Context: an optimization exercise on an open-source flow, tuned for a short achievable clock period and few clock cycles per item. The choices shown serve that exercise and are no tape-out recipe.
Only simulation tests tie the RTL to the original design; equivalence was not proved.
No activity file was given, so power comes from the tool's default toggle rates.

[config.mk]
export PLATFORM = sky130hd
export DESIGN_NAME = dvs_hssl_router_top
export DESIGN_NICKNAME = dvs_hssl_router_top
export VERILOG_FILES = /design/flow/design.v
export SDC_FILE = /design/flow/constraint.sdc
export NUM_CORES = 4
export LEC_CHECK = 0
export CAP_MARGIN = 20
export CORE_MARGIN = 2
export CORE_UTILIZATION = 40
export SLEW_MARGIN = 20
[constraint.sdc]
create_clock -name core_clock -period 4.0 [get_ports {pl_clk0_buf_int}]
set_input_delay 0.8000 -clock core_clock [delete_from_list [all_inputs] [get_ports {pl_clk0_buf_int}]]
set_output_delay 0.8000 -clock core_clock [all_outputs]
set_load 0.01 [all_outputs]
[design.v]
package hssl_pkg;
  typedef logic [32-1:0]      key_t;
  typedef logic [3-1:0]    route_t;
  typedef logic [6-1:0]    shift_t;
  typedef logic [8-1:0] cfg_addr_t;
  typedef logic [8*32-1:0] key_array_t;
  typedef logic [8*3-1:0] route_array_t;
  typedef logic [4*32-1:0] fmsk_array_t;
  typedef logic [4*6-1:0] fsft_array_t;
endpackage
`timescale 1ns/10ps
module config_regs
(
  input  logic         pl_clk0_buf_int,
  input  logic         rst_n,
  input  hssl_pkg::cfg_addr_t    cfg_addr,
  input  hssl_pkg::key_t         cfg_wdata,
  input  logic         cfg_en,
  input  logic         cnt_routed,
  input  logic         cnt_dropped,
  output hssl_pkg::key_t         mp_key,
  output hssl_pkg::fmsk_array_t  mp_fmsk,
  output hssl_pkg::fsft_array_t  mp_fsft,
  output hssl_pkg::key_array_t   rt_key,
  output hssl_pkg::key_array_t   rt_mask,
  output hssl_pkg::route_array_t rt_route,
  output hssl_pkg::key_t         drop_wait,
  output hssl_pkg::key_t         routed_count,
  output hssl_pkg::key_t         dropped_count
);
  always_ff @(posedge pl_clk0_buf_int)
  begin
    if (!rst_n)
    begin
      mp_key    <= '0;
      mp_fmsk   <= '0;
      mp_fsft   <= '0;
      rt_key    <= '0;
      rt_mask   <= '0;
      rt_route  <= '0;
      drop_wait <= '0;
    end
    else if (cfg_en)
    begin
      if (cfg_addr == 8'h00)
        mp_key <= cfg_wdata;
      if (cfg_addr == 8'h50)
        drop_wait <= cfg_wdata;
      for (int i = 0; i < 4; i++)
      begin
        if (cfg_addr == hssl_pkg::cfg_addr_t'(8'h10 + i))
          mp_fmsk[i*32 +: 32] <= cfg_wdata;
        if (cfg_addr == hssl_pkg::cfg_addr_t'(8'h14 + i))
          mp_fsft[i*6 +: 6] <= cfg_wdata[6-1:0];
      end
      for (int i = 0; i < 8; i++)
      begin
        if (cfg_addr == hssl_pkg::cfg_addr_t'(8'h20 + i))
          rt_key[i*32 +: 32] <= cfg_wdata;
        if (cfg_addr == hssl_pkg::cfg_addr_t'(8'h30 + i))
          rt_mask[i*32 +: 32] <= cfg_wdata;
        if (cfg_addr == hssl_pkg::cfg_addr_t'(8'h40 + i))
          rt_route[i*3 +: 3] <= cfg_wdata[3-1:0];
      end
    end
  end
  always_ff @(posedge pl_clk0_buf_int)
  begin
    if (!rst_n)
    begin
      routed_count  <= '0;
      dropped_count <= '0;
    end
    else
    begin
      if (cnt_routed)
        routed_count <= routed_count + hssl_pkg::key_t'(1);
      if (cnt_dropped)
        dropped_count <= dropped_count + hssl_pkg::key_t'(1);
    end
  end
endmodule
`timescale 1ns/10ps
module event_mapper
(
  input  logic        pl_clk0_buf_int,
  input  logic        rst_n,
  input  hssl_pkg::key_t        evt_data,
  input  logic        evt_vld,
  output logic        evt_rdy,
  input  hssl_pkg::key_t        mp_key,
  input  hssl_pkg::fmsk_array_t mp_fmsk,
  input  hssl_pkg::fsft_array_t mp_fsft,
  output hssl_pkg::key_t        map_key,
  output logic        map_vld,
  input  logic        map_rdy
);
  hssl_pkg::key_t map_key_nxt;
  always_comb
  begin
    map_key_nxt = mp_key;
    for (int i = 0; i < 4; i++)
      map_key_nxt = map_key_nxt | ((evt_data & mp_fmsk[i*32 +: 32]) >> mp_fsft[i*6 +: 6]);
  end
  assign evt_rdy = !map_vld || map_rdy;
  always_ff @(posedge pl_clk0_buf_int)
  begin
    if (!rst_n)
      map_vld <= 1'b0;
    else if (evt_vld && evt_rdy)
      map_vld <= 1'b1;
    else if (map_rdy)
      map_vld <= 1'b0;
  end
  always_ff @(posedge pl_clk0_buf_int)
  begin
    if (evt_vld && evt_rdy)
      map_key <= map_key_nxt;
  end
endmodule
`timescale 1ns/10ps
module route_table
(
  input  logic         pl_clk0_buf_int,
  input  logic         rst_n,
  input  hssl_pkg::key_t         map_key,
  input  logic         map_vld,
  output logic         map_rdy,
  input  hssl_pkg::key_array_t   rt_key,
  input  hssl_pkg::key_array_t   rt_mask,
  input  hssl_pkg::route_array_t rt_route,
  output hssl_pkg::key_t         rtd_key,
  output hssl_pkg::route_t       rtd_route,
  output logic         rtd_hit,
  output logic         rtd_vld,
  input  logic         rtd_rdy
);
  logic   hit_nxt;
  hssl_pkg::route_t route_nxt;
  always_comb
  begin
    hit_nxt   = 1'b0;
    route_nxt = '0;
    for (int i = 8 - 1; i >= 0; i--)
    begin
      if ((map_key & rt_mask[i*32 +: 32]) == rt_key[i*32 +: 32])
      begin
        hit_nxt   = 1'b1;
        route_nxt = rt_route[i*3 +: 3];
      end
    end
  end
  assign map_rdy = !rtd_vld || rtd_rdy;
  always_ff @(posedge pl_clk0_buf_int)
  begin
    if (!rst_n)
      rtd_vld <= 1'b0;
    else if (map_vld && map_rdy)
      rtd_vld <= 1'b1;
    else if (rtd_rdy)
      rtd_vld <= 1'b0;
  end
  always_ff @(posedge pl_clk0_buf_int)
  begin
    if (map_vld && map_rdy)
    begin
      rtd_key   <= map_key;
      rtd_route <= route_nxt;
      rtd_hit   <= hit_nxt;
    end
  end
endmodule
`timescale 1ns/10ps
module drop_timer
(
  input  logic pl_clk0_buf_int,
  input  logic rst_n,
  input  hssl_pkg::key_t drop_wait,
  input  logic timer_start,
  input  logic timer_stop,
  output logic timer_expired
);
  hssl_pkg::key_t count;
  logic running;
  assign timer_expired = running && (count == hssl_pkg::key_t'(1));
  always_ff @(posedge pl_clk0_buf_int)
  begin
    if (!rst_n)
      running <= 1'b0;
    else if (timer_stop)
      running <= 1'b0;
    else if (timer_start)
      running <= (drop_wait != '0);
    else if (timer_expired)
      running <= 1'b0;
  end
  always_ff @(posedge pl_clk0_buf_int)
  begin
    if (timer_start)
      count <= drop_wait;
    else if (running)
      count <= count - hssl_pkg::key_t'(1);
  end
endmodule
`timescale 1ns/10ps
module router_ctrl
(
  input  logic                          pl_clk0_buf_int,
  input  logic                          rst_n,
  input  hssl_pkg::key_t                          rtd_key,
  input  hssl_pkg::route_t                        rtd_route,
  input  logic                          rtd_hit,
  input  logic                          rtd_vld,
  output logic                          rtd_rdy,
  output hssl_pkg::key_t                          out_key,
  output logic [8-1:0] out_vld,
  input  logic [8-1:0] out_rdy,
  output logic                          timer_start,
  output logic                          timer_stop,
  input  logic                          timer_expired,
  output logic                          cnt_routed,
  output logic                          cnt_dropped
);
  typedef enum logic {IDLE, OFFER} state_t;
  state_t state;
  logic   take;
  logic   chan_rdy;
  assign rtd_rdy  = (state == IDLE);
  assign take     = rtd_vld && rtd_rdy;
  assign chan_rdy = |(out_vld & out_rdy);
  assign timer_start = take && rtd_hit;
  assign cnt_routed  = (state == OFFER) && chan_rdy;
  assign timer_stop  = cnt_routed;
  assign cnt_dropped = (take && !rtd_hit) ||
                       ((state == OFFER) && !chan_rdy && timer_expired);
  always_ff @(posedge pl_clk0_buf_int)
  begin
    if (!rst_n)
    begin
      state   <= IDLE;
      out_vld <= '0;
    end
    else
    begin
      case (state)
        IDLE:
        begin
          if (take && rtd_hit)
          begin
            state            <= OFFER;
            out_vld          <= '0;
            out_vld[rtd_route] <= 1'b1;
          end
        end
        default:
        begin
          if (chan_rdy || timer_expired)
          begin
            state   <= IDLE;
            out_vld <= '0;
          end
        end
      endcase
    end
  end
  always_ff @(posedge pl_clk0_buf_int)
  begin
    if (take)
      out_key <= rtd_key;
  end
endmodule
`timescale 1ns/10ps
module dvs_hssl_router_top
(
  input  logic                          pl_clk0_buf_int,
  input  logic                          rst_n,
  input  hssl_pkg::cfg_addr_t                     cfg_addr,
  input  hssl_pkg::key_t                          cfg_wdata,
  input  logic                          cfg_en,
  input  hssl_pkg::key_t                          evt_data,
  input  logic                          evt_vld,
  output logic                          evt_rdy,
  output hssl_pkg::key_t                          out_key,
  output logic [8-1:0] out_vld,
  input  logic [8-1:0] out_rdy,
  output hssl_pkg::key_t                          routed_count,
  output hssl_pkg::key_t                          dropped_count
);
  hssl_pkg::key_t         mp_key;
  hssl_pkg::fmsk_array_t  mp_fmsk;
  hssl_pkg::fsft_array_t  mp_fsft;
  hssl_pkg::key_array_t   rt_key;
  hssl_pkg::key_array_t   rt_mask;
  hssl_pkg::route_array_t rt_route;
  hssl_pkg::key_t         drop_wait;
  hssl_pkg::key_t         map_key;
  logic         map_vld;
  logic         map_rdy;
  hssl_pkg::key_t         rtd_key;
  hssl_pkg::route_t       rtd_route;
  logic         rtd_hit;
  logic         rtd_vld;
  logic         rtd_rdy;
  logic         timer_start;
  logic         timer_stop;
  logic         timer_expired;
  logic         cnt_routed;
  logic         cnt_dropped;
  config_regs cr (
      .pl_clk0_buf_int (pl_clk0_buf_int)
    , .rst_n           (rst_n)
    , .cfg_addr        (cfg_addr)
    , .cfg_wdata       (cfg_wdata)
    , .cfg_en          (cfg_en)
    , .cnt_routed      (cnt_routed)
    , .cnt_dropped     (cnt_dropped)
    , .mp_key          (mp_key)
    , .mp_fmsk         (mp_fmsk)
    , .mp_fsft         (mp_fsft)
    , .rt_key          (rt_key)
    , .rt_mask         (rt_mask)
    , .rt_route        (rt_route)
    , .drop_wait       (drop_wait)
    , .routed_count    (routed_count)
    , .dropped_count   (dropped_count)
    );
  event_mapper em (
      .pl_clk0_buf_int (pl_clk0_buf_int)
    , .rst_n           (rst_n)
    , .evt_data        (evt_data)
    , .evt_vld         (evt_vld)
    , .evt_rdy         (evt_rdy)
    , .mp_key          (mp_key)
    , .mp_fmsk         (mp_fmsk)
    , .mp_fsft         (mp_fsft)
    , .map_key         (map_key)
    , .map_vld         (map_vld)
    , .map_rdy         (map_rdy)
    );
  route_table rt (
      .pl_clk0_buf_int (pl_clk0_buf_int)
    , .rst_n           (rst_n)
    , .map_key         (map_key)
    , .map_vld         (map_vld)
    , .map_rdy         (map_rdy)
    , .rt_key          (rt_key)
    , .rt_mask         (rt_mask)
    , .rt_route        (rt_route)
    , .rtd_key         (rtd_key)
    , .rtd_route       (rtd_route)
    , .rtd_hit         (rtd_hit)
    , .rtd_vld         (rtd_vld)
    , .rtd_rdy         (rtd_rdy)
    );
  drop_timer dt (
      .pl_clk0_buf_int (pl_clk0_buf_int)
    , .rst_n           (rst_n)
    , .drop_wait       (drop_wait)
    , .timer_start     (timer_start)
    , .timer_stop      (timer_stop)
    , .timer_expired   (timer_expired)
    );
  router_ctrl rc (
      .pl_clk0_buf_int (pl_clk0_buf_int)
    , .rst_n           (rst_n)
    , .rtd_key         (rtd_key)
    , .rtd_route       (rtd_route)
    , .rtd_hit         (rtd_hit)
    , .rtd_vld         (rtd_vld)
    , .rtd_rdy         (rtd_rdy)
    , .out_key         (out_key)
    , .out_vld         (out_vld)
    , .out_rdy         (out_rdy)
    , .timer_start     (timer_start)
    , .timer_stop      (timer_stop)
    , .timer_expired   (timer_expired)
    , .cnt_routed      (cnt_routed)
    , .cnt_dropped     (cnt_dropped)
    );
endmodule
[run.sh]
#!/bin/bash
# synth_recipe.tcl (not shown) runs the flow's synth.tcl, then flattens the netlist and writes it again
# the make line also repeats each setting of config.mk as NAME=value (left out here)
make -C /OpenROAD-flow-scripts/flow DESIGN_CONFIG=/design/flow/config.mk WORK_HOME=/design/flow/orfs CLKGATE_MAP_FILE= SYNTH_SCRIPT=/design/flow/synth_recipe.tcl finish
==> reports/results.txt <==
The flow ran to the end and the layout has no timing, DRC or antenna violations. The global routing stage identified its most utilized layer as met2. In this run the register-to-register setup slack is 0.35 ns. Summing all placed instances gives a cell area of 52600 um2. The synthesized design spends more area on one cell type than any other, namely dfxtp_1. Hold repair after CTS inserted 0 buffers. The tools report the post-detailed-route count of antenna-violating nets as 0.

The pre-CTS worst setup slack is 0.0959 ns, and the clock net sink count is 960. Clock latency on the worst-skew pair, taken at its later pin, is 0.72 ns. The number of nets in the synthesized netlist is 6026. The I/O pin count came out at 189.

The logs give 0 for the final-report hold violation count and 0 for the overall overflow remaining after global route. Setup repair after global routing left no endpoint under its margin. Met1 routing resource usage after global routing: 40.4%. Among all cell types in the netlist, the one instantiated most often is nand2_1.

The total of max-cap violations is 0, and the weighted congestion at the end of routability-driven global placement is 1.01. The critical path is of the flip-flop to flip-flop type. In the final routed layout, each cell accounts on average for 24.5 um.

For the clock tree buffer depth, the log shows 3. Compared with the post-synthesis result, the final layout area differs by 15.7%. The origin of the worst setup path was em.map_key[23]. Traced cell by cell, the critical path runs through nand3_1 > a211oi_1 > nand4_1 > nor4_1 > buf_4 > nand2_1 > o21ai_0 > a211oi_1 > o21ai_0. Power spread over the standard cell area amounts to 374 nW/um2. The worst path meets setup with 0.345 ns of slack. The worst register-to-register path has a depth of 9.

The largest voltage drop on the vdd net is 354 uV, and the clock-pin slew reported for the worst setup and hold paths after clock tree synthesis is 0.07 ns. For the area of the die, the log shows 124000 um2. Synthesis produced a netlist whose cell count is 5935. The detailed-route DRC error count is 0. During placement, the flow inserted port buffers numbering 188. The worst path in the final design needs a cycle of 3.65 ns, including I/O delays and setup. The first global-routing pass estimated 276 mm of wire. Grouping stages by cell kind, the critical path spends the most delay in compound AO/OA/AOI/OAI gates. The synthesized netlist contains 77 unique library cells. Gates resized during post-CTS repair numbered 0. In this run the standard cell core region covers 120000 um2. The fraction of the yosys area taken by sequential cells is 42.3%, and the initial core utilization is 40.4%.

The number of search-and-repair iterations in the first detailed-routing pass was 9. The average instance in the mapped netlist occupies 8.19 um2. Signal arrival time at the worst endpoint: 4.09 ns.

In this run the tightest slew margin relative to its limit is 20.8%. The number of nets in the finished design is 6085, and the sum of negative setup slack is 0 ns. The launch instance of the worst register-to-register path was em.map_key[23]. The tools report the required time at the endpoint of the critical path as 4.43 ns. The cell chosen for the clock root is clkbuf_16. Derived from the worst setup path, the maximum achievable clock frequency is 274 MHz. The H-tree was split into 3 levels.

The routing usage on met3 is 4.17%. Global routing used 46.8% of the available met2 tracks. For this run, the leading register cell type out of synthesis is dfxtp_1. For the number of warning messages in the yosys log, the log shows 5. The tools report the type of origin of the critical path as a flip-flop.

Counting the buffers created by CTS gives 106. The clock arrives with 0.0626 ns of skew. The async set or reset register ratio after synthesis is 0%, and the via count of the first global-routing pass is 40400.

For this block, the via count after detailed routing is 44200. The largest incremental delay on the critical path is 1.06 ns. The number of antenna violations at the first check in global routing was 14; the tightest hold margin was 0.413 ns. At the pin with the least slew margin, the transition time is 1.18 ns. Global routing used 29.4% of the available tracks. The cell depth of the worst setup path is 9, and the average via count per standard cell is 5.74. Yosys attributes the largest share of cell area to dfxtp_1, nand2_1, a21boi_0, edfxtp_1, clkbuf_1. In the final layout, the share of cells above drive strength 1 is 9.43%. The number of synthesized flops with an enable pin works out to 132.

TritonCTS built the clock tree. The HPWL after detailed placement is 128 mm. Post-CTS timing repair inserted 0 buffers for setup.

The buffering stage count on the worst path with inverters included came out at 1. Ranked by instance count, the synthesized netlist is headed by nand2_1, dfxtp_1, a21boi_0. The max-slew violation count came out at 0. The tools report the synthesized cell area as 48600 um2. The cell area after layout is 56200 um2.

STA classifies the critical path endpoint as a flip-flop. The tools report the number of DRC markers after the initial detailed-route iteration as 4780. The analysis attributes to cell leakage a power of 19.1 nW. The worst hold path belongs to the class flip-flop to flip-flop.

The total chip power was 0.0210 W. The capturing element of the worst setup path is rt.rtd_route[0]. Post-synthesis register bit count: 960. The number of standard-cell rows in the floorplan is 127, and the vertical die dimension is 353 um.

The tools report the destination of the worst register-to-register timing path as rt.rtd_route[0]. The share of Yosys cell area claimed by the top area cell type was 34.1%; the maximum net fanout on the critical path was 12. Measured along the x axis, the die boundary spans 353 um. Entering global routing, the biggest net connects 178 pins. For this design, the slowest cell found on the critical path is edfxtp_1. The number of endpoints failing setup at the final stage is 0, and the wire length after detailed routing is 189 mm.

In the finished design, the share of the clock period the worst path needs comes to 91.4%.
==> metal layers <==
layer  vias to the layer above  share of wire (%)  wire length [um]
li1                      20700                  -                 -
met1                     21400                 43             81700
met2                      1846                 45             84500
met3                       347                7.8             14700
met4                         2                4.3              8180
met5                         -             0.0069                13
==> logic make-up (layout without fill, tap and decap cells) <==
group	Yosys count	after routing	synth area share, %
buf+inv	508	660	3.98
flops	960	960	42.3
mux	212	212	6.10
compound gates	1482	1482	21.2
other cells	0	3	0
fa+ha+maj	7	7	0.180
simple gates	2657	2657	24.3
xor+xnor	109	109	1.96
==> registers in the layout, indices dropped and copies added, names as in the netlist <==
name / cells
cr.mp_key: 32
cr.mp_fmsk: 128
cr.rt_route: 24
em.map_vld: 1
rc.out_vld: 8
cr.dropped_count: 32
rt.rtd_route: 3
rc.out_key: 32
cr.drop_wait: 32
rt.rtd_vld: 1
rt.rtd_key: 32
dt.running: 1
em.map_key: 32
cr.rt_mask: 256
cr.rt_key: 256
rt.rtd_hit: 1
dt.count: 32
rc.state: 1
cr.routed_count: 32
cr.mp_fsft: 24
==> worst reg2reg max path, cell delays in order (launching register included) <==
cell	delay (ns)
edfxtp_1	1.06
nand3_1	0.20
a211oi_1	0.39
nand4_1	0.23
nor4_1	0.36
buf_4	0.22
nand2_1	0.06
o21ai_0	0.25
a211oi_1	0.11
o21ai_0	0.51
==> per-stage QoR <==
step / std cells / utilization (%)
6_report: 7702 / 46.7
3_3_place_gp: 7496 / 43.7
4_1_cts: 7699 / 46.7
2_1_floorplan: 5935 / -
3_5_place_dp: 7498 / 43.7
5_1_grt: 7699 / 46.7
==> cell usage in the layout (no fill, tap or decap), types with 19 or more instances in the layout <==
master | Yosys | layout
a211oi_1 | 86 | 86
a21boi_0 | 794 | 793
a21o_1 | 58 | 58
a21oi_1 | 168 | 168
and2_1 | 49 | 48
and3_1 | 125 | 125
and3b_1 | 56 | 56
buf_4 | 1 | 233
clkbuf_1 | 450 | 22
clkbuf_16 | 0 | 109
clkdlybuf4s50_1 | 0 | 170
clkinv_2 | 0 | 20
dfxtp_1 | 828 | 824
edfxtp_1 | 132 | 132
inv_1 | 23 | 23
mux2_2 | 24 | 24
mux2i_1 | 123 | 123
mux4_2 | 65 | 65
nand2_1 | 1757 | 1757
nand2b_1 | 19 | 19
nand3_1 | 234 | 234
nand4_1 | 51 | 51
nor2_1 | 149 | 130
nor2_2 | 0 | 19
nor2b_1 | 53 | 53
nor3_1 | 33 | 32
nor4_1 | 37 | 35
o211ai_1 | 23 | 23
o21ai_0 | 196 | 196
o22a_1 | 58 | 58
o22ai_1 | 29 | 29
or3_1 | 38 | 38
xnor2_1 | 84 | 84
xor2_1 | 25 | 25
==> power by group <==
group	internal (W)	leakage, nW	switching, W
clock network	0.00575	1.76	0.00426
logic	0.000311	9.42	0.000715
registers	0.00985	7.93	0.000101
==> area by class of cell <==
cell class / instances / area, um2
well taps: 1612 / 2020
repair buffers: 431 / 3740
clock inverters: 52 / 529
clock buffers: 149 / 3060
inverters: 28 / 105
fillers: 11700 / 64100
multi-input cells: 4467 / 26200
diodes: 3 / 7.51
flip-flops and latches: 960 / 20500
==> worst min-delay path by stage <==
stage                        start             end  slack [ns]  cells after the start
floorplan            rt.rtd_key[0]   rc.out_key[0]        0.40                      0
global placement    rt.rtd_key[26]  rc.out_key[26]        0.40                      0
CTS                 rt.rtd_key[14]  rc.out_key[14]        0.41                      0
detailed placement  rt.rtd_key[20]  rc.out_key[20]        0.40                      0
finish              rt.rtd_key[20]  rc.out_key[20]        0.41                      0
global route        rt.rtd_key[14]  rc.out_key[14]        0.42                      0
Testbench counts, summed over its fixed seeds: cycles 7,048, items 3,200.

[separate check: timing with driven ports]
Ports are ideal in the flow. The routed layout listed here was re-timed in OpenROAD. Step 1, drivers: a clkbuf_16 drives pl_clk0_buf_int and a buf_2 each remaining input, both assumed. Step 2 times the ports against the registers' clock, not the clock port: input delays grow and output delays shrink by t, the midpoint of the rising clock arrivals with the driver on. a / b / c = ideal ports / drivers / drivers and shift; a / b = the first two.
t (ns): 0.762
setup WS [ns]: 0.345 / 0.345 / -0.008
worst hold slack (ns): 0.413 / 0.413 / 0.413
worst setup path after step 2: input to register
Met with ideal ports but missed after step 2: setup timing in this run. For this run, drivers alone change the setup slack by 0.000 ns; drivers and shift together by -0.353 ns.
